Background: an optimization exercise with open tools, aiming at small area, a short achievable clock period and few clock cycles per item. Do not read the settings as production practice.
At most, simulation tests tie the RTL to the original design; equivalence was not proved.
For runs 1 and 3 to 7, only the layout was checked, not whether the RTL still works.

**run.sh**
```bash
#!/bin/bash
# synth_recipe.tcl (not shown) runs the flow's synth.tcl, then flattens the netlist and writes it again
# the make line also repeats each setting of config.mk as NAME=value (left out here)
make -C /OpenROAD-flow-scripts/flow DESIGN_CONFIG=/design/flow/config.mk WORK_HOME=/design/flow/orfs CLKGATE_MAP_FILE= SYNTH_SCRIPT=/design/flow/synth_recipe.tcl finish
```
**config.mk**
```make
export PLATFORM = sky130hd
export DESIGN_NAME = ascon_inv_permutation
export DESIGN_NICKNAME = ascon_inv_permutation
export VERILOG_FILES = /design/flow/design.v
export SDC_FILE = /design/flow/constraint.sdc
export NUM_CORES = 4
export LEC_CHECK = 0
export CAP_MARGIN = 20
export CORE_MARGIN = 2
export CORE_UTILIZATION = 40
export SLEW_MARGIN = 20
```
**constraint.sdc**
```tcl
create_clock -name core_clock -period 7.0 [get_ports {clk}]
set_input_delay 1.4000 -clock core_clock [delete_from_list [all_inputs] [get_ports {clk}]]
set_output_delay 1.4000 -clock core_clock [all_outputs]
set_load 0.01 [all_outputs]
```
**design.v**
```verilog
package ascon_pkg;
  localparam int unsigned STATE_W = 320;
  localparam int unsigned WORD_W  = 64;
  localparam int unsigned IDX_W   = 4;
  localparam int unsigned N_RC    = 12;
  function automatic logic [7:0] rc_tab(input logic [IDX_W-1:0] idx);
    case (idx)
      4'd0:    rc_tab = 8'hf0;
      4'd1:    rc_tab = 8'he1;
      4'd2:    rc_tab = 8'hd2;
      4'd3:    rc_tab = 8'hc3;
      4'd4:    rc_tab = 8'hb4;
      4'd5:    rc_tab = 8'ha5;
      4'd6:    rc_tab = 8'h96;
      4'd7:    rc_tab = 8'h87;
      4'd8:    rc_tab = 8'h78;
      4'd9:    rc_tab = 8'h69;
      4'd10:   rc_tab = 8'h5a;
      4'd11:   rc_tab = 8'h4b;
      default: rc_tab = 8'h00;
    endcase
  endfunction
endpackage
module ascon_inv_lin
(
  input  logic [319:0] i_state,
  output logic [319:0] o_state
);
  logic [63:0] w0_0, w0_1, w0_2, w0_3, w0_4;
  logic [63:0] w1_0, w1_1, w1_2, w1_3, w1_4, w1_5;
  logic [63:0] w2_0, w2_1, w2_2, w2_3, w2_4, w2_5;
  logic [63:0] w3_0, w3_1, w3_2, w3_3, w3_4, w3_5;
  logic [63:0] w4_0, w4_1, w4_2, w4_3, w4_4, w4_5;
  assign w0_0 = i_state[319:256];
  assign w0_1 = w0_0 ^ {w0_0[7:0], w0_0[63:8]} ^ {w0_0[39:0], w0_0[63:40]};
  assign w0_2 = w0_1 ^ {w0_1[7:0], w0_1[63:8]} ^ {w0_1[45:0], w0_1[63:46]};
  assign w0_3 = w0_2 ^ {w0_2[8:0], w0_2[63:9]} ^ {w0_2[44:0], w0_2[63:45]};
  assign w0_4 = w0_3 ^ {w0_3[11:0], w0_3[63:12]} ^ {w0_3[47:0], w0_3[63:48]};
  assign o_state[319:256] = {w0_4[50:0], w0_4[63:51]};
  assign w1_0 = i_state[255:192];
  assign w1_1 = w1_0 ^ {w1_0[2:0], w1_0[63:3]} ^ {w1_0[41:0], w1_0[63:42]};
  assign w1_2 = w1_1 ^ {w1_1[3:0], w1_1[63:4]} ^ {w1_1[7:0], w1_1[63:8]};
  assign w1_3 = w1_2 ^ {w1_2[3:0], w1_2[63:4]} ^ {w1_2[31:0], w1_2[63:32]};
  assign w1_4 = w1_3 ^ {w1_3[5:0], w1_3[63:6]} ^ {w1_3[19:0], w1_3[63:20]};
  assign w1_5 = w1_4 ^ {w1_4[11:0], w1_4[63:12]} ^ {w1_4[47:0], w1_4[63:48]};
  assign o_state[255:192] = {w1_5[18:0], w1_5[63:19]};
  assign w2_0 = i_state[191:128];
  assign w2_1 = w2_0 ^ {w2_0[0:0], w2_0[63:1]} ^ {w2_0[5:0], w2_0[63:6]};
  assign w2_2 = w2_1 ^ {w2_1[1:0], w2_1[63:2]} ^ {w2_1[11:0], w2_1[63:12]};
  assign w2_3 = w2_2 ^ {w2_2[3:0], w2_2[63:4]} ^ {w2_2[19:0], w2_2[63:20]};
  assign w2_4 = w2_3 ^ {w2_3[3:0], w2_3[63:4]} ^ {w2_3[31:0], w2_3[63:32]};
  assign w2_5 = w2_4 ^ {w2_4[7:0], w2_4[63:8]} ^ {w2_4[35:0], w2_4[63:36]};
  assign o_state[191:128] = {w2_5[3:0], w2_5[63:4]};
  assign w3_0 = i_state[127:64];
  assign w3_1 = w3_0 ^ {w3_0[3:0], w3_0[63:4]} ^ {w3_0[11:0], w3_0[63:12]};
  assign w3_2 = w3_1 ^ {w3_1[6:0], w3_1[63:7]} ^ {w3_1[53:0], w3_1[63:54]};
  assign w3_3 = w3_2 ^ {w3_2[7:0], w3_2[63:8]} ^ {w3_2[19:0], w3_2[63:20]};
  assign w3_4 = w3_3 ^ {w3_3[7:0], w3_3[63:8]} ^ {w3_3[43:0], w3_3[63:44]};
  assign w3_5 = w3_4 ^ {w3_4[13:0], w3_4[63:14]} ^ {w3_4[43:0], w3_4[63:44]};
  assign o_state[127:64] = {w3_5[25:0], w3_5[63:26]};
  assign w4_0 = i_state[63:0];
  assign w4_1 = w4_0 ^ {w4_0[3:0], w4_0[63:4]} ^ {w4_0[11:0], w4_0[63:12]};
  assign w4_2 = w4_1 ^ {w4_1[3:0], w4_1[63:4]} ^ {w4_1[49:0], w4_1[63:50]};
  assign w4_3 = w4_2 ^ {w4_2[3:0], w4_2[63:4]} ^ {w4_2[55:0], w4_2[63:56]};
  assign w4_4 = w4_3 ^ {w4_3[6:0], w4_3[63:7]} ^ {w4_3[40:0], w4_3[63:41]};
  assign w4_5 = w4_4 ^ {w4_4[19:0], w4_4[63:20]} ^ {w4_4[39:0], w4_4[63:40]};
  assign o_state[63:0] = {w4_5[53:0], w4_5[63:54]};
endmodule
module ascon_inv_sbox
(
  input  logic [319:0] i_state,
  input  logic [7:0]   i_rc,
  output logic [319:0] o_state
);
  logic [63:0] l0, l1, l2, l3, l4;
  logic [63:0] y0, y1, y2, y3, y4;
  logic [63:0] z0, z1, z2, z3, z4;
  logic [63:0] u2, u4;
  assign {l0, l1, l2, l3, l4} = i_state;
  assign y2 = ~l2;
  assign y3 = l3 ^ y2;
  assign y0 = l0 ^ l4;
  assign y1 = l1 ^ y0;
  assign y4 = l4;
  assign z0 = y0 ^ (~y1 & (y2 ^ (~y3 & y4)));
  assign z1 = y1 ^ (~y2 & (y3 ^ (~y4 & y0)));
  assign z2 = y2 ^ (~y3 & (y4 ^ (~y0 & y1)));
  assign z3 = y3 ^ (~y4 & (y0 ^ (~y1 & y2)));
  assign z4 = y4 ^ (~y0 & (y1 ^ (~y2 & y3)));
  assign u2 = z2 ^ z1;
  assign u4 = z4 ^ z3;
  assign o_state = {z0 ^ u4, z1, u2 ^ {56'd0, i_rc}, z3, u4};
endmodule
module ascon_inv_round
(
  input  logic [319:0] i_state,
  input  logic [7:0]   i_rc,
  output logic [319:0] o_state
);
  logic [319:0] w_lin;
  ascon_inv_lin  u_lin  (.i_state(i_state), .o_state(w_lin));
  ascon_inv_sbox u_sbox (.i_state(w_lin), .i_rc(i_rc), .o_state(o_state));
endmodule
module ascon_inv_permutation
(
  input  logic         clk,
  input  logic         rst,
  input  logic         in_valid,
  output logic         in_ready,
  input  logic [319:0] in_state,
  input  logic [3:0]   in_rounds,
  output logic         out_valid,
  input  logic         out_ready,
  output logic [319:0] out_state,
  output logic         busy
);
  logic [319:0] r_a, r_b;
  logic [319:0] w_lin, w_sbox;
  logic         r_va, r_da;
  logic [3:0]   r_ia, r_sa;
  logic         r_vb;
  logic [3:0]   r_ib, r_sb;
  logic         r_ready;
  logic [3:0]   w_stop, w_a;
  logic         w_stall, w_acc;
  logic         n_va, n_da, n_vb;
  logic [3:0]   n_ia, n_sa, n_rem;
  assign w_stall = r_va & r_da & ~out_ready;
  assign w_acc   = in_valid & r_ready;
  always_comb begin
    case (in_rounds)
      4'd6:    begin w_stop = 4'd6; w_a = 4'd6;  end
      4'd8:    begin w_stop = 4'd4; w_a = 4'd8;  end
      default: begin w_stop = 4'd0; w_a = 4'd12; end
    endcase
  end
  ascon_inv_lin u_lin (
    .i_state (r_a),
    .o_state (w_lin)
  );
  ascon_inv_sbox u_sbox (
    .i_state (r_b),
    .i_rc    (ascon_pkg::rc_tab(r_ib)),
    .o_state (w_sbox)
  );
  always_ff @(posedge clk) begin
    if (!w_stall) begin
      r_b <= w_lin;
      r_a <= r_vb ? w_sbox : in_state;
    end
  end
  always_comb begin
    n_vb = r_va & ~r_da;
    if (r_vb) begin
      n_va = 1'b1;
      n_da = (r_ib == r_sb);
      n_ia = r_ib - 4'd1;
      n_sa = r_sb;
    end else begin
      n_va = w_acc;
      n_da = 1'b0;
      n_ia = 4'd11;
      n_sa = w_stop;
    end
    n_rem = n_ia - n_sa + 4'd1;
  end
  always_ff @(posedge clk or posedge rst) begin
    if (rst) begin
      r_va     <= 1'b0;
      r_da     <= 1'b0;
      r_ia     <= 4'd0;
      r_sa     <= 4'd0;
      r_vb     <= 1'b0;
      r_ib     <= 4'd0;
      r_sb     <= 4'd0;
      r_ready  <= 1'b0;
    end else begin
      if (!w_stall) begin
        r_va    <= n_va;
        r_da    <= n_da;
        r_ia    <= n_ia;
        r_sa    <= n_sa;
        r_vb    <= n_vb;
        r_ib    <= r_ia;
        r_sb    <= r_sa;
        r_ready <= ~n_vb & (~n_va | (~n_da & ((n_rem <= 4'd6) |
                   (in_valid & ~w_acc & (n_rem <= w_a)))));
      end else begin
        r_ready <= 1'b0;
      end
    end
  end
  assign in_ready  = r_ready;
  assign out_valid = r_va & r_da;
  assign busy      = r_va | r_vb;
  assign out_state = r_a;
endmodule
```
==> results of run 1 <==
[layout make-up]
type                            count  area, sq um  share of cell area [%]
Multi-Input combinational cell   4453        45800                    58.6
Timing Repair Buffer              687         6850                    8.76
Tap cell                         2189         2740                    3.50
Clock inverter                     51          500                   0.640
Inverter                           75          289                   0.370
Antenna cell                        6         15.0                  0.0192
Sequential cell                   660        19700                    25.2
Clock buffer                      104         2230                    2.85
[registers in the layout, summed over array words and instances, names as in the netlist]
name / flops
r_ready: 1
r_va: 1
r_a: 320
r_ib: 4
r_b: 320
r_sb: 4
r_da: 1
r_sa: 4
r_ia: 4
r_vb: 1
[through the flow]
| step | hold WS (ns) | setup slack [ns] |
|---|---|---|
| after global placement | 0.451 | 2.07 |
| final | 0.474 | 2.87 |
| after CTS | 0.475 | 2.84 |
| after floorplan | 0.439 | 0.325 |
| after detailed placement | 0.460 | 2.06 |
| after global routing | 0.501 | 2.54 |
[final timing paths]
check	endpoint	slack, ns	cells after the start
setup / recovery	r_ready$_DFF_PP0_	2.87	16
setup reg to reg	r_b[44]$_DFFE_PN_	2.96	7
hold / removal	r_ib[2]$_DFFE_PP0N_	0.47	2
hold reg to reg	r_ib[2]$_DFFE_PP0N_	0.47	2
max in group asynchronous	r_vb$_DFFE_PP0N_	5.30	2
min in group asynchronous	r_ib[3]$_DFFE_PP0N_	1.14	2
[tightest hold or removal path, stage by stage, from the launching register on]
cell and delay, ns:
dfrtp_1 0.34, nand2_1 0.05, nand2_1 0.05
[kinds of logic (layout without fill, tap and decap cells)]
logic type | after synthesis | count (layout)
compound gates | 280 | 280
xor+xnor | 3147 | 3147
fa+ha+maj | 137 | 137
buf+inv | 212 | 917
flops | 660 | 660
mux | 445 | 445
other cells | 0 | 6
simple gates | 444 | 444
[cells in the final DEF (no fill, tap or decap), types with 19 or more instances in the layout]
cell and count:
xnor2_1 1745, xor2_1 734, clkdlybuf4s50_1 650, edfxtp_1 640, xnor3_1 475, mux2i_1 258, nand2_1 224, a21oi_1 204
nor2_1 203, mux2_2 187, ha_1 136, clkbuf_16 86, inv_1 74, xnor2_2 73, o21ai_0 69, xor3_1 59
buf_4 32, xor2_2 28, dfrtp_1 19
[metal layers]
metal | vias up | wire, um | global-route usage [%]
li1 | 19300 | - | -
met5 | - | 66 | 0
met4 | 10 | 18600 | 17.8
met1 | 22300 | 119000 | 45.1
met3 | 358 | 20200 | 4.27
met2 | 2087 | 124000 | 50.0
==> impl_metrics.tcl, run 1 <==
set metrics [dict create \
    synthFlopType "edfxtp_1" \
    hold_class "register to register" \
    ys_types 41 \
    cts_post_setup_buffers_inserted 0 \
    fin_area_sq_mm 0.0782 \
    synth_seq_cells 660 \
    wirelength_mm 282 \
    ys_seq_area_share_pct 29.7 \
    synth_common_cells "xnor2_1 (1,754), xor2_1 (737), edfxtp_1 (640)" \
    skew_ns 0.0277 \
    dieArea_sq_mm 0.169 \
    clock_latency_ns 0.72 \
    final_util_pct 47.4 \
    antenna_left 0 \
    fin_cells 8225 \
    port_buffers 650 \
    rsz0062_at_grt "no" \
    syn_inst 5325 \
    max_slew_margin_pct 10.1 \
    finalNetCount 6426 \
    slowest_delay_ns 0.48 \
    dp.cells 8064 \
    ctsHoldBuffers 0 \
    min_from "r_ia[2]$_DFFE_PP0N_" \
    clk_path_buf_depth 3 \
    finalMaxSlewViolations 0 \
    fill_cells 15000 \
    async_flop_share_pct 3.03 \
    antenna_found_initial 36 \
    grt_max_degree 144 \
    syn_to_final_growth_pct 17.8 \
    gp_congestion 1.04 \
    grt_pass1_wl_mm 373 \
    status "finished clean" \
    cts.sinks 660 \
    crit_type "primary input to register" \
    clk_pin_slew_worst_paths_ns 0.06 \
    synth_area_sq_mm 0.0663 \
    viasPerCell 5.36 \
    hold_violations 0 \
    synthMuxAreaShare_pct 7.07 \
    synth-simple-area-share_pct 2.60 \
    cts_root_buf "clkbuf_16" \
    finalSetupTns_ns 0 \
    htree_levels 3 \
    grt_pass1_vias 42900 \
    synth_top_family_by_area "XOR/XNOR gates" \
    path_cells "clkdlybuf4s50_1, nor4bb_1, mux2_2, ha_1, inv_1, ha_1, inv_1, fa_1, xnor2_1, xnor2_1, ha_1, o21a_1, o21ai_0, and3b_1, o21bai_1, a21oi_1" \
    wire_per_inst_um 34.3 \
    cp_top_family "adder cells" \
    synth.most_common_cell "xnor2_1" \
    synth_edf_count 640 \
    fp.dieW_um 411 \
    cp-startpoint "in_rounds[1]" \
    fin_crit_sh_pct 59.0 \
    yosys-top-cells-area "edfxtp_1 (29%), xnor2_1 (23%), xnor3_1 (16%), xor2_1 (9.7%), mux2i_1 (3.9%)" \
    drc 0 \
    yosysTopAreaCell "edfxtp_1" \
    overflow 0 \
    core_sq_mm 0.165 \
    r2r_start "r_a[51]$_DFFE_PN_" \
    crit_fanout 3 \
    cts_resized 0 \
    dr.pass1.iters 7 \
    gr-usage-all-layers_pct 32.7 \
    period_needed_ns 4.13 \
    synth_fa_ha_area_share_pct 2.60 \
    avgSynthCellArea_sq_um 12.5 \
    arrival_ns 4.76 \
    setup_violations 0 \
    syn_nets 5790 \
    critical_path_buf_inv_count 3 \
    drt-initial-drc-count 5466 \
    cts_buffers 84 \
    dieHeight_um 411 \
    yosysWarnings 1 \
    end_kind "register" \
    row_count 149 \
    max_freq_mhz 242 \
    dpl_cell_area_sq_mm 0.0754 \
    ios 651 \
    synth_xor_area_share_pct 54.6 \
    drive_above_1_share_pct 8.06 \
    crit_required_ns 7.63 \
    dp_hpwl_mm 240 \
    synth-compound-area-share_pct 2.13 \
    cp-start-kind "primary input" \
    critPathMostFrequentCell "ha_1" \
    tightestPinTransition_ns 1.35 \
    cts_tree "yes" \
    netlist.area_leader.share_pct 29.0 \
    initial_core_util_pct 40.3 \
    vias 44100 \
    crit_slowest_cell "clkdlybuf4s50_1" \
    drv_cap 0 \
]
==> run 2, diff against run 1 <==
--- a/design.v
+++ b/design.v
@@ -116,51 +116,29 @@
 );
-  logic [319:0] r_a, r_b;
-  logic [319:0] w_lin, w_sbox;
-  logic         r_va, r_da;
-  logic [3:0]   r_ia, r_sa;
-  logic         r_vb;
-  logic [3:0]   r_ib, r_sb;
-  logic         r_ready;
-  logic [3:0]   w_stop, w_a;
-  logic         w_stall, w_acc;
-  logic         n_va, n_da, n_vb;
-  logic [3:0]   n_ia, n_sa, n_rem;
-  assign w_stall = r_va & r_da & ~out_ready;
-  assign w_acc   = in_valid & r_ready;
+  logic [319:0] r_data;
+  logic [319:0] w_round;
+  logic [3:0]   r_idx;     
+  logic [3:0]   r_stop;    
+  logic [3:0]   w_stop;
+  logic         r_full;    
+  logic         r_done;    
+  logic         w_take, w_load, w_run;
+  assign w_take   = r_done & out_ready;
+  assign in_ready = ~r_full | w_take;
+  assign w_load   = in_valid & in_ready;
+  assign w_run    = r_full & ~r_done;
   always_comb begin
     case (in_rounds)
-      4'd6:    begin w_stop = 4'd6; w_a = 4'd6;  end
-      4'd8:    begin w_stop = 4'd4; w_a = 4'd8;  end
-      default: begin w_stop = 4'd0; w_a = 4'd12; end
+      4'd6:    w_stop = 4'd6;
+      4'd8:    w_stop = 4'd4;
+      default: w_stop = 4'd0;
     endcase
   end
-  ascon_inv_lin u_lin (
-    .i_state (r_a),
-    .o_state (w_lin)
-  );
-  ascon_inv_sbox u_sbox (
-    .i_state (r_b),
-    .i_rc    (ascon_pkg::rc_tab(r_ib)),
-    .o_state (w_sbox)
+  ascon_inv_round u_round (
+    .i_state (r_data),
+    .i_rc    (ascon_pkg::rc_tab(r_idx)),
+    .o_state (w_round)
   );
   always_ff @(posedge clk) begin
-    if (!w_stall) begin
-      r_b <= w_lin;
-      r_a <= r_vb ? w_sbox : in_state;
-    end
-  end
-  always_comb begin
-    n_vb = r_va & ~r_da;
-    if (r_vb) begin
-      n_va = 1'b1;
-      n_da = (r_ib == r_sb);
-      n_ia = r_ib - 4'd1;
-      n_sa = r_sb;
-    end else begin
-      n_va = w_acc;
-      n_da = 1'b0;
-      n_ia = 4'd11;
-      n_sa = w_stop;
-    end
-    n_rem = n_ia - n_sa + 4'd1;
+    if (w_load)     r_data <= in_state;
+    else if (w_run) r_data <= w_round;
   end
@@ -168,23 +146,19 @@
     if (rst) begin
-      r_va     <= 1'b0;
-      r_da     <= 1'b0;
-      r_ia     <= 4'd0;
-      r_sa     <= 4'd0;
-      r_vb     <= 1'b0;
-      r_ib     <= 4'd0;
-      r_sb     <= 4'd0;
-      r_ready  <= 1'b0;
+      r_full <= 1'b0;
+      r_done <= 1'b0;
+      r_idx  <= 4'd0;
+      r_stop <= 4'd0;
+    end else if (w_load) begin
+      r_full <= 1'b1;
+      r_done <= 1'b0;
+      r_idx  <= 4'd11;
+      r_stop <= w_stop;
     end else begin
-      if (!w_stall) begin
-        r_va    <= n_va;
-        r_da    <= n_da;
-        r_ia    <= n_ia;
-        r_sa    <= n_sa;
-        r_vb    <= n_vb;
-        r_ib    <= r_ia;
-        r_sb    <= r_sa;
-        r_ready <= ~n_vb & (~n_va | (~n_da & ((n_rem <= 4'd6) |
-                   (in_valid & ~w_acc & (n_rem <= w_a)))));
-      end else begin
-        r_ready <= 1'b0;
+      if (w_take) begin
+        r_full <= 1'b0;
+        r_done <= 1'b0;
+      end
+      if (w_run) begin
+        r_idx <= r_idx - 4'd1;
+        if (r_idx == r_stop) r_done <= 1'b1;
       end
@@ -192,6 +166,5 @@
   end
-  assign in_ready  = r_ready;
-  assign out_valid = r_va & r_da;
-  assign busy      = r_va | r_vb;
-  assign out_state = r_a;
+  assign out_valid = r_done;
+  assign busy      = r_full;
+  assign out_state = r_data;
 endmodule
==> run 2 against run 1 <==
  * Synthesized area decreased by 10%
  * Synthesized cell count down 0.17%
  * Register-to-register slack worse by 2.4 ns
  * Die area shrank 9.9%
  * Sequential share of layout area shrank 11 points
  * Global-route usage increased by 4.0 points
  * Flip-flop and latch count down 332
  * Final area is 8.7% lower
==> impl_metrics.tcl, run 2 <==
set metrics [dict create \
    row_count 141 \
    cp-start-kind "register" \
    r2r_start "r_data[36]$_DFFE_PP_" \
    hold_slack_ns 0.537 \
    synthFlopType "edfxtp_1" \
    drt-initial-drc-count 5924 \
    syn_to_final_growth_pct 19.6 \
    synth.most_common_cell "xnor2_1" \
    gr-usage-all-layers_pct 36.7 \
    mostFrequentLayoutCell "xnor2_1" \
    min_from "r_stop[2]$_DFFE_PP0P_" \
    antenna_left 0 \
    whs_endpoint "r_stop[2]$_DFFE_PP0P_" \
    arrival_ns 6.86 \
    avgSynthCellArea_sq_um 11.2 \
    hold_violations 0 \
    clk_pin_slew_worst_paths_ns 0.07 \
    crit_type "register to register" \
    fin_cells 8055 \
    initial_core_util_pct 40.3 \
    skew_ns 0.0488 \
    cts_post_setup_buffers_inserted 0 \
    cts.sinks 328 \
    finalSetupTns_ns 0 \
    yosysTopAreaCell "xnor3_1" \
    drv_cap 0 \
    core_sq_mm 0.148 \
    largest_reg_flops 320 \
    ys_types 72 \
    wirelength_mm 287 \
    port_buffers 650 \
    dp_hpwl_mm 248 \
    syn_nets 5773 \
    hold_class "register to register" \
    netlist.area_leader.share_pct 23.4 \
    end_kind "register" \
    dp.cells 7955 \
    synth_edf_count 320 \
    synth_common_cells "xnor2_1 (1,511), xor2_1 (691), xnor3_1 (621)" \
    cts_resized 0 \
    max_freq_mhz 154 \
    final_cell_mix "xnor2_1 (1,502), xor2_1 (691), clkdlybuf4s50_1 (650), xnor3_1 (621), nand2_1 (448)" \
    vias 45600 \
    clk_path_buf_depth 3 \
    max_slew_margin_pct 19.5 \
    dieHeight_um 390 \
    crit_fanout 6 \
    htree_levels 2 \
    cts_tree "yes" \
    yosysWarnings 1 \
    ys_seq_area_share_pct 16.4 \
    grt_pass1_wl_mm 378 \
    syn_inst 5316 \
    grt_max_degree 103 \
    finalNetCount 6532 \
    cts_buffers 48 \
    rsz0062_at_grt "no" \
    setup_violations 0 \
    clock_latency_ns 0.68 \
    gp_congestion 1.04 \
    dieArea_sq_mm 0.152 \
    cts_root_buf "clkbuf_16" \
    drive_above_1_share_pct 8.11 \
    drc 0 \
    wire_per_inst_um 35.7 \
    worst-r2r-cell-count 13 \
    fin_crit_sh_pct 92.5 \
    antenna_found_initial 29 \
    status "finished clean" \
    overflow 0 \
    async_flop_share_pct 2.44 \
    yosys-top-cells-area "xnor3_1 (23%), xnor2_1 (22%), edfxtp_1 (16%), xor2_1 (10%), mux2i_1 (4.9%)" \
    viasPerCell 5.66 \
    ctsHoldBuffers 0 \
    regMostFlops "r_data" \
    synth_seq_cells 328 \
    ios 651 \
    hold_depth 2 \
    tightestPinTransition_ns 1.20 \
    fill_cells 13700 \
    synth_area_sq_mm 0.0597 \
    grt_pass1_vias 43700 \
    period_needed_ns 6.48 \
    reg_top3 "r_data (320), r_idx (4), r_stop (2)" \
    reg2reg_setup_slack_ns 0.52 \
    fp.dieW_um 390 \
    crit_required_ns 7.38 \
    final_util_pct 48.2 \
    r2r_end "r_data[306]$_DFFE_PP_" \
    finalMaxSlewViolations 0 \
    dr.pass1.iters 6 \
]
[run 2: changes by cell type in the layout (fill, tap and decap cells not counted), moves of 101 or more]
| cell | before | now |
|---|---|---|
| edfxtp_1 | 640 | 320 |
| xnor2_1 | 1745 | 1502 |
| nand2_1 | 224 | 448 |
| buf_4 | 32 | 208 |
| xnor3_1 | 475 | 621 |
| mux2_2 | 187 | 86 |
[run 2: worst max-delay path: stages, from the launching register on]
cell      delay, ns
edfxtp_1       0.82
xnor3_1        0.50
xnor2_1        0.45
xnor3_1        0.67
xor3_1         0.49
xnor3_1        0.38
xor2_1         0.70
ha_1           0.40
nand2_1        0.08
o211ai_1       0.11
xor2_1         0.76
xor2_1         0.21
xnor2_1        0.44
a21oi_1        0.16
[run 2: cells by family after synthesis]
kind of cell	Yosys count	share of synthesized area, %
xor+xnor	3024	63.1
simple gates	746	5.05
compound gates	443	4.44
mux	377	6.51
flops	328	16.4
buf+inv	269	1.80
fa+ha+maj	129	2.70
[run 2: metrics by stage]
step / setup slack, ns / cell area, sq um
after floorplan: 0.147 / 59700
after global placement: 0.767 / 69800
after detailed placement: 0.762 / 69800
after CTS: 0.707 / 71400
after global routing: 0.453 / 71400
final: 0.523 / 71400
[run 2: worst max path at each step]
stage / from / endpoint / slack, ns / cells past startpoint
2_1_floorplan: out_ready / r_data[0]$_DFFE_PP_ / 0.15 / 7
3_3_place_gp: r_data[36]$_DFFE_PP_ / r_data[45]$_DFFE_PP_ / 0.77 / 16
3_5_place_dp: r_data[36]$_DFFE_PP_ / r_data[45]$_DFFE_PP_ / 0.76 / 16
4_1_cts: r_data[36]$_DFFE_PP_ / r_data[45]$_DFFE_PP_ / 0.71 / 16
5_1_grt: r_data[36]$_DFFE_PP_ / r_data[317]$_DFFE_PP_ / 0.45 / 15
6_report: r_data[36]$_DFFE_PP_ / r_data[306]$_DFFE_PP_ / 0.52 / 13
[run 2: routing by layer]
metal	up-vias	global-route usage, %	wire length (um)	share of wire (%)
met5	-	0	55	0.019
met4	8	19.5	17800	6.2
met3	427	6.66	27700	9.6
met2	2550	56.0	126000	44
met1	23000	49.5	116000	40
li1	19600	-	-	-
[run 2: final cells by class]
cell class | count | area (sq um) | share of cell area [%]
Timing Repair Buffer | 865 | 8210 | 11.5
Multi-Input combinational cell | 4719 | 48900 | 68.5
Tap cell | 1930 | 2410 | 3.38
Sequential cell | 328 | 9810 | 13.7
Clock buffer | 54 | 1240 | 1.74
Clock inverter | 36 | 382 | 0.534
Inverter | 113 | 424 | 0.594
Antenna cell | 10 | 25.0 | 0.0350
Testbench counts of run 2, summed over its fixed seeds: cycles 10,004, items 960.
==> run 3, diff against run 2 <==
--- a/design.v
+++ b/design.v
@@ -116,29 +116,44 @@
 );
-  logic [319:0] r_data;
-  logic [319:0] w_round;
-  logic [3:0]   r_idx;     
-  logic [3:0]   r_stop;    
-  logic [3:0]   w_stop;
-  logic         r_full;    
-  logic         r_done;    
-  logic         w_take, w_load, w_run;
-  assign w_take   = r_done & out_ready;
-  assign in_ready = ~r_full | w_take;
-  assign w_load   = in_valid & in_ready;
-  assign w_run    = r_full & ~r_done;
-  always_comb begin
-    case (in_rounds)
-      4'd6:    w_stop = 4'd6;
-      4'd8:    w_stop = 4'd4;
-      default: w_stop = 4'd0;
-    endcase
-  end
-  ascon_inv_round u_round (
-    .i_state (r_data),
-    .i_rc    (ascon_pkg::rc_tab(r_idx)),
-    .o_state (w_round)
+  logic [319:0] r_a, r_b;
+  logic [319:0] w_lin, w_sbox;
+  logic         r_va, r_da;
+  logic [3:0]   r_ra, r_ia;
+  logic         r_vb;
+  logic [3:0]   r_rb, r_ib;
+  logic         r_rb_is1, r_rb_le7, r_rb_le9;
+  logic         r_ready, r_ov, r_busy;
+  logic         w_is6, w_is8, w_is12;
+  logic [3:0]   w_a;
+  logic         w_stall, w_acc;
+  logic         n_va, n_da, n_vb, n_ready;
+  assign w_stall = r_ov & ~out_ready;
+  assign w_acc   = in_valid & r_ready;
+  assign w_is6  = (in_rounds == 4'd6);
+  assign w_is8  = (in_rounds == 4'd8);
+  assign w_is12 = ~w_is6 & ~w_is8;
+  assign w_a    = w_is6 ? 4'd6 : (w_is8 ? 4'd8 : 4'd12);
+  ascon_inv_lin u_lin (
+    .i_state (r_a),
+    .o_state (w_lin)
+  );
+  ascon_inv_sbox u_sbox (
+    .i_state (r_b),
+    .i_rc    (ascon_pkg::rc_tab(r_ib)),
+    .o_state (w_sbox)
   );
   always_ff @(posedge clk) begin
-    if (w_load)     r_data <= in_state;
-    else if (w_run) r_data <= w_round;
+    if (!w_stall) begin
+      r_b <= w_lin;
+      r_a <= r_vb ? w_sbox : in_state;
+    end
+  end
+  assign n_vb = r_va & ~r_da;
+  assign n_va = r_vb | w_acc;
+  assign n_da = r_vb & r_rb_is1;
+  always_comb begin
+    if (r_vb)
+      n_ready = ~n_vb & ~r_rb_is1 &
+                (r_rb_le7 | (in_valid & w_is8 & r_rb_le9) | (in_valid & w_is12));
+    else
+      n_ready = ~n_vb & (~w_acc | w_is6);
   end
@@ -146,25 +161,40 @@
     if (rst) begin
-      r_full <= 1'b0;
-      r_done <= 1'b0;
-      r_idx  <= 4'd0;
-      r_stop <= 4'd0;
-    end else if (w_load) begin
-      r_full <= 1'b1;
-      r_done <= 1'b0;
-      r_idx  <= 4'd11;
-      r_stop <= w_stop;
-    end else begin
-      if (w_take) begin
-        r_full <= 1'b0;
-        r_done <= 1'b0;
+      r_va     <= 1'b0;
+      r_da     <= 1'b0;
+      r_ra     <= 4'd0;
+      r_ia     <= 4'd0;
+      r_vb     <= 1'b0;
+      r_rb     <= 4'd0;
+      r_ib     <= 4'd0;
+      r_rb_is1 <= 1'b0;
+      r_rb_le7 <= 1'b0;
+      r_rb_le9 <= 1'b0;
+      r_ready  <= 1'b0;
+      r_ov     <= 1'b0;
+      r_busy   <= 1'b0;
+    end else if (!w_stall) begin
+      r_va     <= n_va;
+      r_da     <= n_da;
+      r_vb     <= n_vb;
+      r_rb     <= r_ra;
+      r_ib     <= r_ia;
+      r_rb_is1 <= (r_ra == 4'd1);
+      r_rb_le7 <= (r_ra <= 4'd7);
+      r_rb_le9 <= (r_ra <= 4'd9);
+      if (r_vb) begin
+        r_ra <= r_rb - 4'd1;
+        r_ia <= r_ib - 4'd1;
+      end else begin
+        r_ra <= w_a;
+        r_ia <= 4'd11;
       end
-      if (w_run) begin
-        r_idx <= r_idx - 4'd1;
-        if (r_idx == r_stop) r_done <= 1'b1;
-      end
+      r_ready  <= n_ready;
+      r_ov     <= n_da;
+      r_busy   <= n_va | n_vb;
     end
   end
-  assign out_valid = r_done;
-  assign busy      = r_full;
-  assign out_state = r_data;
-endmodule
+  assign in_ready  = r_ready;
+  assign out_valid = r_ov;
+  assign busy      = r_busy;
+  assign out_state = r_a;
+endmodule
==> run 3 against run 2 <==
  * Critical path depth is 6 lower
  * Still clean
  * Hold slack worse by 0.054 ns
  * Cell count is 2.3% higher
  * Flip-flop and latch count is 336 higher
  * Synthesized cell count is 0.19% higher
  * Critical endpoint is now r_b[9]$_DFFE_PN_
  * Via count down 2.4%
==> impl_metrics.tcl, run 3 <==
set metrics [dict create \
    status "finished clean" \
    row_count 149 \
    wirelength_mm 291 \
    final_util_pct 47.5 \
    overflow 0 \
    cp-start-kind "register" \
    ios 651 \
    crit_slowest_cell "xor2_1" \
    dr.pass1.iters 5 \
    reg_top3 "r_a (320), r_b (320)" \
    gp_congestion 1.03 \
    yosysTopAreaCell "edfxtp_1" \
    crit_fanout 6 \
    drv_cap 0 \
    cts_post_setup_buffers_inserted 0 \
    path_cells "xnor3_1, xnor2_1, xor2_1, xnor2_1, xor2_1, xnor3_1, xor2_1" \
    port_buffers 650 \
    synth_seq_cells 664 \
    rsz0062_at_grt "no" \
    htree_levels 3 \
    hold_violations 0 \
    ys_types 42 \
    synth.most_common_cell "xnor2_1" \
    cts_resized 0 \
    netlist.area_leader.share_pct 29.1 \
    drt-initial-drc-count 5119 \
    dp_hpwl_mm 246 \
    grt_max_degree 157 \
    grt_pass1_vias 43200 \
    final_cell_mix "xnor2_1 (1,757), xor2_1 (747), clkdlybuf4s50_1 (650), edfxtp_1 (640), xnor3_1 (480)" \
    syn_nets 5784 \
    cts_root_buf "clkbuf_16" \
    crit_required_ns 7.42 \
    ctsHoldBuffers 0 \
    fill_cells 14900 \
    place_worst_setup_slack_ns 2.79 \
    fin_ws_ns 2.96 \
    async_flop_share_pct 3.61 \
    fin_crit_sh_pct 57.8 \
    antenna_left 0 \
    viasPerCell 5.40 \
    finalSetupTns_ns 0 \
    dpl_cell_area_sq_mm 0.0752 \
    drc 0 \
    core_sq_mm 0.165 \
    syn_to_final_growth_pct 18.2 \
    vias 44500 \
    dp.cells 8068 \
    end_kind "register" \
    ys_seq_area_share_pct 30.0 \
    synth_area_sq_mm 0.0662 \
    cts_tree "yes" \
    dieHeight_um 411 \
    synthFlopType "edfxtp_1" \
    initial_core_util_pct 40.2 \
    syn_inst 5326 \
    cts.sinks 664 \
    fin_area_sq_mm 0.0782 \
    wire_per_inst_um 35.3 \
    clk_path_buf_depth 3 \
    clock_latency_ns 0.73 \
    drive_above_1_share_pct 7.05 \
    slowest_delay_ns 0.65 \
    mostFrequentLayoutCell "xnor2_1" \
    tightestPinTransition_ns 1.40 \
    period_needed_ns 4.04 \
    gr-usage-all-layers_pct 33.8 \
    skew_ns 0.0288 \
    clk_pin_slew_worst_paths_ns 0.06 \
    setup_violations 0 \
    synth_edf_count 640 \
    avgSynthCellArea_sq_um 12.4 \
    crit_type "register to register" \
    finalNetCount 6426 \
    yosysWarnings 1 \
    antenna_found_initial 35 \
    fin_cells 8241 \
    grt_pass1_wl_mm 382 \
    max_slew_margin_pct 6.07 \
    finalMaxSlewViolations 0 \
    critPathMostFrequentCell "xor2_1" \
    cts_buffers 87 \
    yosys-top-cells-area "edfxtp_1 (29%), xnor2_1 (23%), xnor3_1 (16%), xor2_1 (9.9%), mux2i_1 (3.9%)" \
    fp.dieW_um 411 \
    synth_common_cells "xnor2_1 (1,763), xor2_1 (749), edfxtp_1 (640)" \
    arrival_ns 4.47 \
    max_freq_mhz 247 \
    dieArea_sq_mm 0.169 \
    hold_class "register to register" \
]
-- run 3: final timing paths --
kind                                          start                   to  slack [ns]  cells past startpoint
worst min-delay path            r_ia[3]$_DFFE_PP0N_  r_ib[3]$_DFFE_PP0N_        0.48                      2
min in group asynchronous                       rst  r_ia[1]$_DFFE_PP0N_        1.19                      2
worst min register to register  r_ia[3]$_DFFE_PP0N_  r_ib[3]$_DFFE_PP0N_        0.48                      2
worst max register to register    r_a[24]$_DFFE_PN_     r_b[9]$_DFFE_PN_        2.96                      7
max in group asynchronous                       rst     r_vb$_DFFE_PP0N_        5.14                      2
worst max-delay path              r_a[24]$_DFFE_PN_     r_b[9]$_DFFE_PN_        2.96                      7
-- run 3: stage by stage --
step                hold WS (ns)
floorplan                  0.439
global route               0.505
detailed placement         0.472
CTS                        0.489
finish                     0.483
global placement           0.467
-- run 3: cells by family after synthesis --
| kind of cell | share of synthesized area, % |
|---|---|
| compound gates | 2.25 |
| xor+xnor | 54.4 |
| fa+ha+maj | 2.46 |
| buf+inv | 1.38 |
| flops | 30.0 |
| mux | 7.04 |
| simple gates | 2.54 |
-- run 3: critical path, delay by kind of cell (launching register included) --
| kind | cells | cell delay [ns] |
|---|---|---|
| XOR/XNOR | 7 | 3.16 |
| flip-flops | 1 | 0.60 |
-- run 3: final cells by class --
type	count	area [sq um]	area share [%]
multi-input cells	4439	45500	58.2
flip-flops and latches	664	19800	25.3
repair buffers	699	6950	8.89
well taps	2189	2740	3.50
clock buffers	103	2300	2.94
clock inverters	57	583	0.746
inverters	77	297	0.379
diodes	13	32.5	0.0416
-- run 3: routing by layer --
layer	part of all wire (%)	vias up	track usage (%)
li1	-	19400	-
met1	41	22700	45.1
met2	45	2104	52.5
met5	0.021	-	0
met3	7.8	358	6.02
met4	6.1	10	17.3
==> run 4, diff against run 3 <==
--- a/config.mk
+++ b/config.mk
@@ -10,2 +10,3 @@
 export CORE_UTILIZATION = 40
+export SETUP_SLACK_MARGIN = 2
 export SLEW_MARGIN = 20
==> run 4 against run 3 <==
  * Synthesized area unchanged
  * Synthesized cell count unchanged
  * Critical path depth down 1
  * Largest cell class unchanged
==> impl_metrics.tcl, run 4 <==
set metrics [dict create \
    finalSetupTns_ns 0 \
    clk_path_buf_depth 3 \
    top_layer "met5" \
    dr.pass1.iters 5 \
    skew_ns 0.0467 \
    crit_fanout 6 \
    cp-start-kind "register" \
    rsz0062_at_grt "no" \
    cp_top_family "XOR/XNOR gates" \
    drt-initial-drc-count 5471 \
    cts_tree "yes" \
    yosysWarnings 1 \
    hold_violations 0 \
    syn_inst 5326 \
    drive_above_1_share_pct 7.28 \
    critical_path_buf_inv_count 0 \
    max_slew_margin_pct 10.7 \
    crit_slowest_cell "xnor2_1" \
    met1_length_mm 124 \
    grt_pass1_wl_mm 385 \
    final_util_pct 47.6 \
    crit_required_ns 7.46 \
    end_kind "register" \
    period_needed_ns 4.03 \
    finalNetCount 6430 \
    mostFrequentLayoutCell "xnor2_1" \
    wl_met3_mm 20.9 \
    avgSynthCellArea_sq_um 12.4 \
    clock_latency_ns 0.76 \
    slowest_delay_ns 0.73 \
    met2_length_mm 131 \
    dieArea_sq_mm 0.169 \
    status "finished clean" \
    initial_core_util_pct 40.2 \
    cts_root_buf "clkbuf_16" \
    ys_seq_area_share_pct 30.0 \
    fin_cells 8255 \
    hold_class "register to register" \
    synthFlopType "edfxtp_1" \
    synth.most_common_cell "xnor2_1" \
    wirelength_mm 293 \
    yosysTopAreaCell "edfxtp_1" \
    vias 44800 \
    wire_per_inst_um 35.5 \
    htree_levels 3 \
    dieHeight_um 411 \
    reg_top3 "r_a (320), r_b (320)" \
    synth_seq_cells 664 \
    setup_violations 0 \
    yosys-top-cells-area "edfxtp_1 (29%), xnor2_1 (23%), xnor3_1 (16%), xor2_1 (9.9%), mux2i_1 (3.9%)" \
    grt_max_degree 156 \
    overflow 0 \
    fin_ws_ns 2.97 \
    async_flop_share_pct 3.61 \
    drv_cap 0 \
    path_cells "xnor3_2, xnor3_1, xnor2_1, xnor2_1, xor2_1, xnor3_1" \
    tightestPinTransition_ns 1.33 \
    clk_pin_slew_worst_paths_ns 0.06 \
    viasPerCell 5.43 \
    grt_pass1_vias 43300 \
    cts_resized 0 \
    fin_crit_sh_pct 57.5 \
    core_sq_mm 0.165 \
    fp.dieW_um 411 \
    gr-usage-all-layers_pct 34.0 \
    crit_type "register to register" \
    antenna_found_initial 42 \
    cts_buffers 87 \
    synth_edf_count 640 \
    cts.sinks 664 \
    netlist.area_leader.share_pct 29.1 \
    port_buffers 650 \
    syn_to_final_growth_pct 18.4 \
    drc 0 \
    syn_nets 5784 \
    final_cell_mix "xnor2_1 (1,756), xor2_1 (746), clkdlybuf4s50_1 (650), edfxtp_1 (640), xnor3_1 (480)" \
    antenna_left 0 \
    ctsHoldBuffers 0 \
    dp.cells 8071 \
    dp_hpwl_mm 247 \
    arrival_ns 4.49 \
    ys_types 42 \
    ios 651 \
    synth_common_cells "xnor2_1 (1,763), xor2_1 (749), edfxtp_1 (640)" \
    max_freq_mhz 248 \
    fill_cells 14800 \
    finalMaxSlewViolations 0 \
    place_worst_setup_slack_ns 2.87 \
    row_count 149 \
    synth_area_sq_mm 0.0662 \
    gp_congestion 1.03 \
    cts_post_setup_buffers_inserted 0 \
]
run 4: area by class of cell:
type                    instances  area (sq um)  share of cell area, %
multi-input cells            4439         45500                   58.1
flip-flops and latches        664         19800                   25.3
repair buffers                703          6980                   8.91
well taps                    2189          2740                   3.50
clock buffers                 106          2350                   3.01
clock inverters                54           559                  0.714
inverters                      77           297                  0.379
diodes                         23          57.6                 0.0735
run 4: metal layers:
| metal | global-route usage [%] | vias up |
|---|---|---|
| met3 | 4.35 | 350 |
| met4 | 16.8 | 12 |
| li1 | - | 19400 |
| met1 | 46.8 | 22900 |
| met5 | 0 | - |
| met2 | 52.7 | 2202 |
run 4: cell families (layout without fill, tap and decap cells):
family	Yosys count	count (layout)	synth area share, %
adder cells (fa/ha/maj)	130	130	2.46
AO/OA/AOI/OAI	291	291	2.25
XOR/XNOR	3136	3136	54.4
multiplexers	442	442	7.04
flip-flops	664	664	30.0
AND/OR/NAND/NOR	440	440	2.54
buffers and inverters	223	940	1.38
other	0	23	0
run 4: worst paths after layout:
check	from	to	slack, ns	cells after the start
setup / recovery	r_a[10]$_DFFE_PN_	r_b[30]$_DFFE_PN_	2.97	6
hold / removal	r_rb_is1$_DFFE_PP0N_	r_da$_DFFE_PP0N_	0.48	2
setup reg to reg	r_a[10]$_DFFE_PN_	r_b[30]$_DFFE_PN_	2.97	6
hold reg to reg	r_rb_is1$_DFFE_PP0N_	r_da$_DFFE_PP0N_	0.48	2
max in group asynchronous	rst	r_vb$_DFFE_PP0N_	5.17	2
min in group asynchronous	rst	r_va$_DFFE_PP0N_	1.16	2
run 4: worst register-to-register path: stages, from the launching register on:
cell and delay (ns):
edfxtp_1 0.61, xnor3_2 0.54, xnor3_1 0.49, xnor2_1 0.19, xnor2_1 0.73, xor2_1 0.62, xnor3_1 0.58
run 4: through the flow:
step | area (sq um) | hold WS, ns
after floorplan | 66200 | 0.439
after global placement | 75300 | 0.459
after detailed placement | 75300 | 0.461
after CTS | 78200 | 0.481
after global routing | 78300 | 0.527
final | 78300 | 0.481
==> run 5, diff against run 4 <==
--- a/config.mk
+++ b/config.mk
@@ -10,3 +10,3 @@
 export CORE_UTILIZATION = 40
-export SETUP_SLACK_MARGIN = 2
+export SETUP_SLACK_MARGIN = 3.5
 export SLEW_MARGIN = 20
==> run 5 against run 4 <==
  * Via count grew 0.39%
  * Still clean
  * Synthesized cell count is the same
  * Cell count grew 1.2%
  * Highest routed layer unchanged
  * Clock-buffer cell count shrank 1
  * Global-route usage shrank 0.13 points
  * Largest cell class unchanged
  * First-iteration DRC count shrank 3.5%
  * Clock skew grew 0.0056 ns
  * Hold slack lost 0.0058 ns
  * Maximum frequency grew 13%
  * Critical path type unchanged
==> impl_metrics.tcl, run 5 <==
set metrics [dict create \
    status "finished clean" \
    finalMaxSlewViolations 0 \
    hold_depth 2 \
    max_slew_margin_pct 13.2 \
    arrival_ns 3.96 \
    cts.sinks 664 \
    dpl_cell_area_sq_mm 0.0753 \
    crit_fanout 5 \
    drive_above_1_share_pct 11.8 \
    end_kind "register" \
    vias 45000 \
    synth_top_family_by_area "XOR/XNOR gates" \
    tightestPinTransition_ns 1.29 \
    clock_latency_ns 0.74 \
    period_needed_ns 3.55 \
    yosysTopAreaCell "edfxtp_1" \
    synth_xor_area_share_pct 54.4 \
    port_buffers 650 \
    dr.pass1.iters 8 \
    core_sq_mm 0.165 \
    synth.most_common_cell "xnor2_1" \
    setup_violations 0 \
    dieArea_sq_mm 0.169 \
    crit_type "register to register" \
    final_util_pct 49.0 \
    synth_common_cells "xnor2_1 (1,763), xor2_1 (749), edfxtp_1 (640)" \
    synth_edf_count 640 \
    finalNetCount 6539 \
    wire_per_inst_um 35.0 \
    place_worst_setup_slack_ns 2.85 \
    dp_hpwl_mm 246 \
    grt_max_degree 135 \
    yosys-top-cells-area "edfxtp_1 (29%), xnor2_1 (23%), xnor3_1 (16%), xor2_1 (9.9%), mux2i_1 (3.9%)" \
    syn_to_final_growth_pct 21.8 \
    gp_congestion 1.02 \
    overflow 0 \
    final_cell_mix "xnor2_1 (1,620), xor2_1 (728), clkdlybuf4s50_1 (646), edfxtp_1 (640), xnor3_1 (462)" \
    fp.dieW_um 411 \
    skew_ns 0.0523 \
    clk_pin_slew_worst_paths_ns 0.06 \
    gr-usage-all-layers_pct 33.9 \
    cp-start-kind "register" \
    cts_buffers 89 \
    cts_root_buf "clkbuf_16" \
    drt-initial-drc-count 5278 \
    drc 0 \
    ys_seq_area_share_pct 30.0 \
    ios 651 \
    synth_fa_ha_area_share_pct 2.46 \
    fin_area_sq_mm 0.0806 \
    yosysWarnings 1 \
    hold_class "register to register" \
    dp.cells 8071 \
    synth-compound-area-share_pct 2.25 \
    fin_crit_sh_pct 50.8 \
    reg_top3 "r_a (320), r_b (320)" \
    synthFlopType "edfxtp_1" \
    ctsHoldBuffers 0 \
    ys_types 42 \
    row_count 149 \
    netlist.area_leader.share_pct 29.1 \
    avgSynthCellArea_sq_um 12.4 \
    antenna_found_initial 33 \
    fin_cells 8356 \
    grt_pass1_vias 43500 \
    fill_cells 14600 \
    synth-simple-area-share_pct 2.54 \
    htree_levels 3 \
    hold_violations 0 \
    dieHeight_um 411 \
    finalSetupTns_ns 0 \
    syn_nets 5784 \
    mostFrequentLayoutCell "xnor2_1" \
    clk_path_buf_depth 3 \
    cts_tree "yes" \
    synthMuxAreaShare_pct 7.04 \
    async_flop_share_pct 3.61 \
    viasPerCell 5.38 \
    fin_ws_ns 3.45 \
    wirelength_mm 293 \
    worst-r2r-cell-count 6 \
    crit_required_ns 7.41 \
    syn_inst 5326 \
    antenna_left 0 \
    synth_seq_cells 664 \
    initial_core_util_pct 40.2 \
    rsz0062_at_grt "yes" \
    drv_cap 0 \
    max_freq_mhz 281 \
    synth_area_sq_mm 0.0662 \
    grt_pass1_wl_mm 383 \
]
==> run 5: cell counts after synthesis <==
Identical to the previous run, type by type.
==> run 5: routing by layer <==
layer,track usage (%),share of wire (%)
met1,44.9,41
met4,19.4,7.1
met3,6.67,8.5
met5,0,0.017
met2,51.6,44
==> run 5: per-stage QoR <==
stage / hold WS (ns)
floorplan: 0.439
global placement: 0.459
detailed placement: 0.460
CTS: 0.474
global route: 0.497
finish: 0.476
==> run 5: area by class of cell <==
| cell class | count | area (sq um) | share of cell area (%) |
|---|---|---|---|
| repair buffers | 810 | 7880 | 9.78 |
| multi-input cells | 4439 | 46900 | 58.2 |
| flip-flops and latches | 664 | 19800 | 24.6 |
| clock buffers | 105 | 2390 | 2.97 |
| inverters | 77 | 297 | 0.368 |
| diodes | 16 | 40.0 | 0.0497 |
| well taps | 2189 | 2740 | 3.40 |
| clock inverters | 56 | 546 | 0.677 |
==> run 5: kinds of logic after synthesis <==
kind of cell / count (synthesis)
adder cells (fa/ha/maj): 130
AO/OA/AOI/OAI: 291
buffers and inverters: 223
AND/OR/NAND/NOR: 440
multiplexers: 442
XOR/XNOR: 3136
flip-flops: 664
==> run 5: what timing repair did <==
item	in CTS	in global routing
pin swaps	4	5
hold endpoints to repair	0	0
gates resized for setup	99	97
buffers inserted	74	34
endpoints found under the setup margin	136	122
==> run 5: path summary, 6_finish.rpt <==
path,from,end,slack [ns]
hold reg to reg,r_rb_is1$_DFFE_PP0N_,r_da$_DFFE_PP0N_,0.48
max in group asynchronous,rst,r_vb$_DFFE_PP0N_,5.16
setup reg to reg,r_a[282]$_DFFE_PN_,r_b[274]$_DFFE_PN_,3.45
min in group asynchronous,rst,r_rb[2]$_DFFE_PP0N_,1.18
hold / removal,r_rb_is1$_DFFE_PP0N_,r_da$_DFFE_PP0N_,0.48
setup / recovery,r_a[282]$_DFFE_PN_,r_b[274]$_DFFE_PN_,3.45
==> run 5: worst max-delay path: stages, from the launching register on <==
cell and delay, ns:
edfxtp_1 0.61, xor2_1 0.24, xnor2_1 0.46, xnor3_1 0.67
xor2_1 0.41, xor2_1 0.15, xnor2_1 0.71
==> run 6, diff against run 5 <==
--- a/config.mk
+++ b/config.mk
@@ -10,3 +10,3 @@
 export CORE_UTILIZATION = 40
-export SETUP_SLACK_MARGIN = 3.5
+export SETUP_SLACK_MARGIN = 4.5
 export SLEW_MARGIN = 20
==> run 6 against run 5 <==
  * Die area unchanged
  * Largest cell class unchanged
  * Register-to-register slack improved by 0.22 ns
  * Still clean on timing, DRC and antenna
  * Utilization increased by 23 points
  * Hold slack improved by 0.011 ns
  * Critical path type unchanged
==> impl_metrics.tcl, run 6 <==
set metrics [dict create \
    status "finished clean" \
    async_flop_share_pct 3.61 \
    vias 56400 \
    max_slew_margin_pct 39.1 \
    setup_violations 0 \
    ys_seq_area_share_pct 30.0 \
    hold_violations 0 \
    drv_cap 0 \
    crit_type "register to register" \
    crit_fanout 4 \
    synth_area_sq_mm 0.0662 \
    crit_slowest_cell "xnor3_2" \
    critical_path_buf_inv_count 2 \
    ios 651 \
    initial_core_util_pct 40.2 \
    yosysTopAreaCell "edfxtp_1" \
    gr-usage-all-layers_pct 37.2 \
    synth_common_cells "xnor2_1 (1,763), xor2_1 (749), edfxtp_1 (640)" \
    synthFlopType "edfxtp_1" \
    clk_pin_slew_worst_paths_ns 0.07 \
    htree_levels 3 \
    core_sq_mm 0.165 \
    syn_nets 5784 \
    wl_met3_mm 33.6 \
    crit_required_ns 7.50 \
    wirelength_mm 342 \
    dieHeight_um 411 \
    skew_ns 0.0534 \
    viasPerCell 5.42 \
    cp_top_family "XOR/XNOR gates" \
    reg2reg_setup_slack_ns 3.67 \
    yosys-top-cells-area "edfxtp_1 (29%), xnor2_1 (23%), xnor3_1 (16%), xor2_1 (9.9%), mux2i_1 (3.9%)" \
    antenna_found_initial 46 \
    clock_latency_ns 0.75 \
    row_count 149 \
    dpl_cell_area_sq_mm 0.0762 \
    dr.pass1.iters 5 \
    met1_length_mm 124 \
    antenna_left 0 \
    critPathMostFrequentCell "xnor3_2" \
    cts_tree "yes" \
    finalNetCount 8584 \
    clk_path_buf_depth 3 \
    grt_max_degree 105 \
    cts_root_buf "clkbuf_16" \
    dp.cells 8066 \
    end_kind "register" \
    port_buffers 650 \
    avgSynthCellArea_sq_um 12.4 \
    synth.most_common_cell "xnor2_1" \
    drive_above_1_share_pct 62.3 \
    dp_hpwl_mm 243 \
    hold_class "register to register" \
    gp_congestion 1.03 \
    finalMaxSlewViolations 0 \
    cp-start-kind "register" \
    syn_to_final_growth_pct 79.9 \
    synth_edf_count 640 \
    yosysWarnings 1 \
    fin_cells 10400 \
    ys_types 42 \
    fin_crit_sh_pct 47.6 \
    cts_buffers 87 \
    path_cells "buf_6, xnor3_2, xnor3_2, xnor3_2, xnor2_4, buf_6, xnor3_1, xnor2_1, xnor2_1" \
    fp.dieW_um 411 \
    top_layer "met5" \
    slowest_delay_ns 0.52 \
    drc 0 \
    period_needed_ns 3.33 \
    grt_pass1_wl_mm 428 \
    rsz0062_at_grt "yes" \
    max_freq_mhz 300 \
    finalSetupTns_ns 0 \
    wire_per_inst_um 32.9 \
    drt-initial-drc-count 6854 \
    fin_ws_ns 3.67 \
    reg_top3 "r_a (320), r_b (320)" \
    grt_pass1_vias 52600 \
    fin_area_sq_mm 0.119 \
    place_worst_setup_slack_ns 2.87 \
    arrival_ns 3.83 \
    final_cell_mix "buf_4 (1,361), buf_6 (957), xnor2_2 (795), edfxtp_1 (640), xnor2_1 (639)" \
    met2_length_mm 152 \
    netlist.area_leader.share_pct 29.1 \
    cts.sinks 664 \
    dieArea_sq_mm 0.169 \
    synth_seq_cells 664 \
    syn_inst 5326 \
    mostFrequentLayoutCell "buf_4" \
    ctsHoldBuffers 0 \
    tightestPinTransition_ns 0.912 \
    overflow 0 \
]
## run 6: cell types whose count changed in the layout (fill, tap and decap cells not counted), sizes merged, moves of 4 or more
cell,change
clkbuf,-7
dlygate4sd2,-4
clkdlybuf4s15,+4
buf,+2358
bufinv,+4
clkinv,+6
clkdlybuf4s50,-319
## run 6: layout make-up
type	count	area, sq um
clock inverters	68	736
clock buffers	92	2220
well taps	2189	2740
repair buffers	2855	27400
diodes	19	47.5
multi-input cells	4439	65700
fillers	9904	45600
flip-flops and latches	664	19800
repair inverters	2	17.5
inverters	77	315
## run 6: what timing repair did
| item | 4_1_cts | 5_1_grt |
|---|---|---|
| gates resized for setup | 3764 | 1291 |
| pin swaps | 768 | 880 |
| gates cloned | 7 | 4 |
| setup buffers | 1497 | 652 |
| setup endpoints to repair | 1484 | 1114 |
## run 6: worst min-delay path: stages, from the launching register on
cell	delay, ns
dfrtp_1	0.35
nand2_1	0.05
nand2_1	0.05
## run 6: stage by stage
step | util (%) | hold WS (ns)
2_1_floorplan | - | 0.439
3_3_place_gp | 46.3 | 0.465
3_5_place_dp | 46.3 | 0.462
4_1_cts | 64.1 | 0.481
5_1_grt | 72.3 | 0.521
6_report | 72.3 | 0.487
## run 6: path summary, 6_finish.rpt
check | endpoint | startpoint | depth (start not counted)
setup / recovery | r_b[53]$_DFFE_PN_ | r_a[17]$_DFFE_PN_ | 9
hold / removal | r_ia[2]$_DFFE_PP0N_ | r_ia[2]$_DFFE_PP0N_ | 2
setup reg to reg | r_b[53]$_DFFE_PN_ | r_a[17]$_DFFE_PN_ | 9
hold reg to reg | r_ia[2]$_DFFE_PP0N_ | r_ia[2]$_DFFE_PP0N_ | 2
max in group asynchronous | r_vb$_DFFE_PP0N_ | rst | 2
min in group asynchronous | r_ra[2]$_DFFE_PP0N_ | rst | 2
## run 6: metal layers
layer / vias up / global-route usage, %
met5: - / 0
met4: 18 / 24.8
met3: 952 / 6.66
met2: 3475 / 57.1
met1: 28500 / 48.2
li1: 23400 / -
## run 6: kinds of logic (layout without fill, tap and decap cells)
| kind of cell | count (synthesis) | after routing | synth area share, % |
|---|---|---|---|
| and+or+nand+nor | 440 | 440 | 2.54 |
| muxes | 442 | 442 | 7.04 |
| adders and majority gates | 130 | 130 | 2.46 |
| other | 0 | 19 | 0 |
| DFF | 664 | 664 | 30.0 |
| xor gates and xnor gates | 3136 | 3136 | 54.4 |
| AOI/OAI and AO/OA | 291 | 291 | 2.25 |
| buffers and inverters | 223 | 3094 | 1.38 |
==> run 7, diff against run 6 <==
--- a/config.mk
+++ b/config.mk
@@ -9,4 +9,4 @@
 export CORE_MARGIN = 2
-export CORE_UTILIZATION = 40
-export SETUP_SLACK_MARGIN = 4.5
+export CORE_UTILIZATION = 55
+export SETUP_SLACK_MARGIN = 3.5
 export SLEW_MARGIN = 20
==> run 7 against run 6 <==
  * First-iteration DRC count shrank 4.2%
  * Synthesized cell count is the same
  * Via count shrank 18%
  * Synthesized area is the same
  * Critical path type unchanged
  * Maximum frequency shrank 8.3%
  * Final area shrank 33%
  * Global-route usage grew 7.2 points
  * Still clean on timing, DRC and antenna
==> impl_metrics.tcl, run 7 <==
set metrics [dict create \
    status "finished clean" \
    crit_type "register to register" \
    core_sq_mm 0.120 \
    port_buffers 650 \
    reg_top3 "r_a (320), r_b (320)" \
    syn_to_final_growth_pct 19.7 \
    synthFlopType "edfxtp_1" \
    dp_hpwl_mm 231 \
    dr.pass1.iters 6 \
    antenna_left 0 \
    viasPerCell 5.99 \
    grt_max_degree 163 \
    drive_above_1_share_pct 10.3 \
    skew_ns 0.0415 \
    synth_top_family_by_area "XOR/XNOR gates" \
    netlist.area_leader.share_pct 29.1 \
    overflow 0 \
    finalSetupTns_ns 0 \
    gr-usage-met1_pct 59.9 \
    met2_usage_pct 64.2 \
    drt-initial-drc-count 6566 \
    syn_nets 5784 \
    dieArea_sq_mm 0.123 \
    crit_fanout 3 \
    synth_edf_count 640 \
    clk_pin_slew_worst_paths_ns 0.07 \
    end_kind "register" \
    dieHeight_um 351 \
    tightestPinTransition_ns 1.30 \
    finalMaxSlewViolations 0 \
    ios 651 \
    row_count 127 \
    grt_pass1_vias 43200 \
    synth_seq_cells 664 \
    synth_area_sq_mm 0.0662 \
    arrival_ns 4.17 \
    mostFrequentLayoutCell "xnor2_1" \
    yosysTopAreaCell "edfxtp_1" \
    initial_core_util_pct 55.3 \
    hold_violations 0 \
    synth-simple-area-share_pct 2.54 \
    avgSynthCellArea_sq_um 12.4 \
    ys_seq_area_share_pct 30.0 \
    cts_buffers 82 \
    wire_per_inst_um 36.0 \
    setup_violations 0 \
    wirelength_mm 278 \
    synth-compound-area-share_pct 2.25 \
    synth_xor_area_share_pct 54.4 \
    yosys-top-cells-area "edfxtp_1 (29%), xnor2_1 (23%), xnor3_1 (16%), xor2_1 (9.9%), mux2i_1 (3.9%)" \
    syn_inst 5326 \
    synth.most_common_cell "xnor2_1" \
    crit_required_ns 7.54 \
    antenna_found_initial 27 \
    cp-start-kind "register" \
    clock_latency_ns 0.70 \
    use_met3_pct 11.4 \
    fp.dieW_um 351 \
    yosysWarnings 1 \
    gp_congestion 1.07 \
    cts.sinks 664 \
    gr-usage-all-layers_pct 44.4 \
    synth_common_cells "xnor2_1 (1,763), xor2_1 (749), edfxtp_1 (640)" \
    fin_crit_sh_pct 51.9 \
    cts_tree "yes" \
    cts_root_buf "clkbuf_16" \
    hold_slack_ns 0.470 \
    synth_fa_ha_area_share_pct 2.46 \
    grt-busiest-layer "met2" \
    max_slew_margin_pct 12.8 \
    period_needed_ns 3.63 \
    drc 0 \
    max_freq_mhz 275 \
    async_flop_share_pct 3.61 \
    vias 46100 \
    grt_pass1_wl_mm 367 \
    final_cell_mix "xnor2_1 (1,650), xor2_1 (733), clkdlybuf4s50_1 (650), edfxtp_1 (640), xnor3_1 (469)" \
    synthMuxAreaShare_pct 7.04 \
    clk_path_buf_depth 3 \
    finalNetCount 6476 \
    drv_cap 0 \
    ys_types 42 \
    htree_levels 3 \
    hold_class "register to register" \
    rsz0062_at_grt "yes" \
]
==> run 7: logic make-up (layout without fill, tap and decap cells) <==
logic type / after synthesis / in the layout
muxes: 442 / 442
adders and majority gates: 130 / 130
other: 0 / 11
DFF: 664 / 664
and+or+nand+nor: 440 / 440
AOI/OAI and AO/OA: 291 / 291
xor gates and xnor gates: 3136 / 3136
buffers and inverters: 223 / 979
==> run 7: timing repair <==
action | in CTS | in global routing
pin swaps | 5 | 4
buffers inserted | 40 | 37
endpoints found under the hold margin | 0 | 0
hold buffers | 0 | 0
resized for setup | 73 | 84
setup endpoints to repair | 100 | 117
==> run 7: area by class of cell <==
type,instances,area [sq um]
fillers,9144,40500
well taps,1612,2020
repair buffers,754,7470
flip-flops and latches,664,19800
clock buffers,89,2130
clock inverters,59,779
diodes,11,27.5
inverters,77,297
multi-input cells,4439,46600
==> run 7: worst max-delay path: stages (launching register included) <==
cell      delay [ns]
edfxtp_1        0.70
ha_1            0.38
mux2i_1         0.14
nand2_1         0.08
xor2_1          0.46
xnor2_2         0.31
xnor2_1         0.99
mux2_2          0.40
==> run 7: metal layers <==
layer | up-vias | routed length (um)
met5 | - | 99
met4 | 14 | 21400
met3 | 572 | 32900
met2 | 3115 | 116000
met1 | 23000 | 107000
li1 | 19400 | -
==> run 7: through the flow <==
stage                     util, %  setup WS [ns]  area (sq um)  instances
final                        66.2           3.37         79200       7705
after global routing         66.1           3.31         79100       7694
after CTS                    65.4           3.42         78200       7657
after detailed placement     62.2           3.04         74400       7469
after global placement       62.2           3.01         74400       7469
after floorplan                 -           3.44         66200       5326
==> run 7: worst paths after layout <==
| check | startpoint | to | slack (ns) | cells past startpoint |
|---|---|---|---|---|
| max | r_b[271]$_DFFE_PN_ | r_a[271]$_DFFE_PN_ | 3.37 | 7 |
| min | r_ia[2]$_DFFE_PP0N_ | r_ia[2]$_DFFE_PP0N_ | 0.47 | 2 |
| max reg2reg | r_b[271]$_DFFE_PN_ | r_a[271]$_DFFE_PN_ | 3.37 | 7 |
| min reg2reg | r_ia[2]$_DFFE_PP0N_ | r_ia[2]$_DFFE_PP0N_ | 0.47 | 2 |
| max in group asynchronous | rst | r_vb$_DFFE_PP0N_ | 5.14 | 2 |
| min in group asynchronous | rst | r_ra[1]$_DFFE_PP0N_ | 1.22 | 2 |

==> separate check: timing with driven ports <==
The flow's constraints put no driver on any port. The routed layouts listed below were extracted and timed again, unchanged, in two steps. Step 1 assumes that a clkbuf_16 drives the clock port and a buf_2 every other input. Step 2 also shifts input and output timing later by t, the mid clock arrival at the registers, as if the neighbouring blocks saw the same clock. Three values: no drivers, after step 1, after step 2; two values: the first two.
run	t (ns)	setup WS [ns]	latest minus earliest clock arrival (ns)
run 1	0.795	2.868 / 2.929 / 2.134	0.028 / 0.028
run 2	0.743	0.523 / 0.523 / 0.523	0.049 / 0.048
run 3	0.801	2.956 / 2.956 / 2.681	0.030 / 0.030
run 4	0.832	2.972 / 2.972 / 2.562	0.049 / 0.050
run 5	0.803	3.447 / 3.405 / 2.919	0.053 / 0.053
run 6	0.819	3.671 / 3.671 / 3.671	0.055 / 0.054
run 7	0.766	3.368 / 3.368 / 2.980	0.042 / 0.041
After both steps setup and hold are still met in every run listed. The setup slack of run 1, which loses most, moves by +0.061 ns with the drivers and by -0.734 ns with both steps.
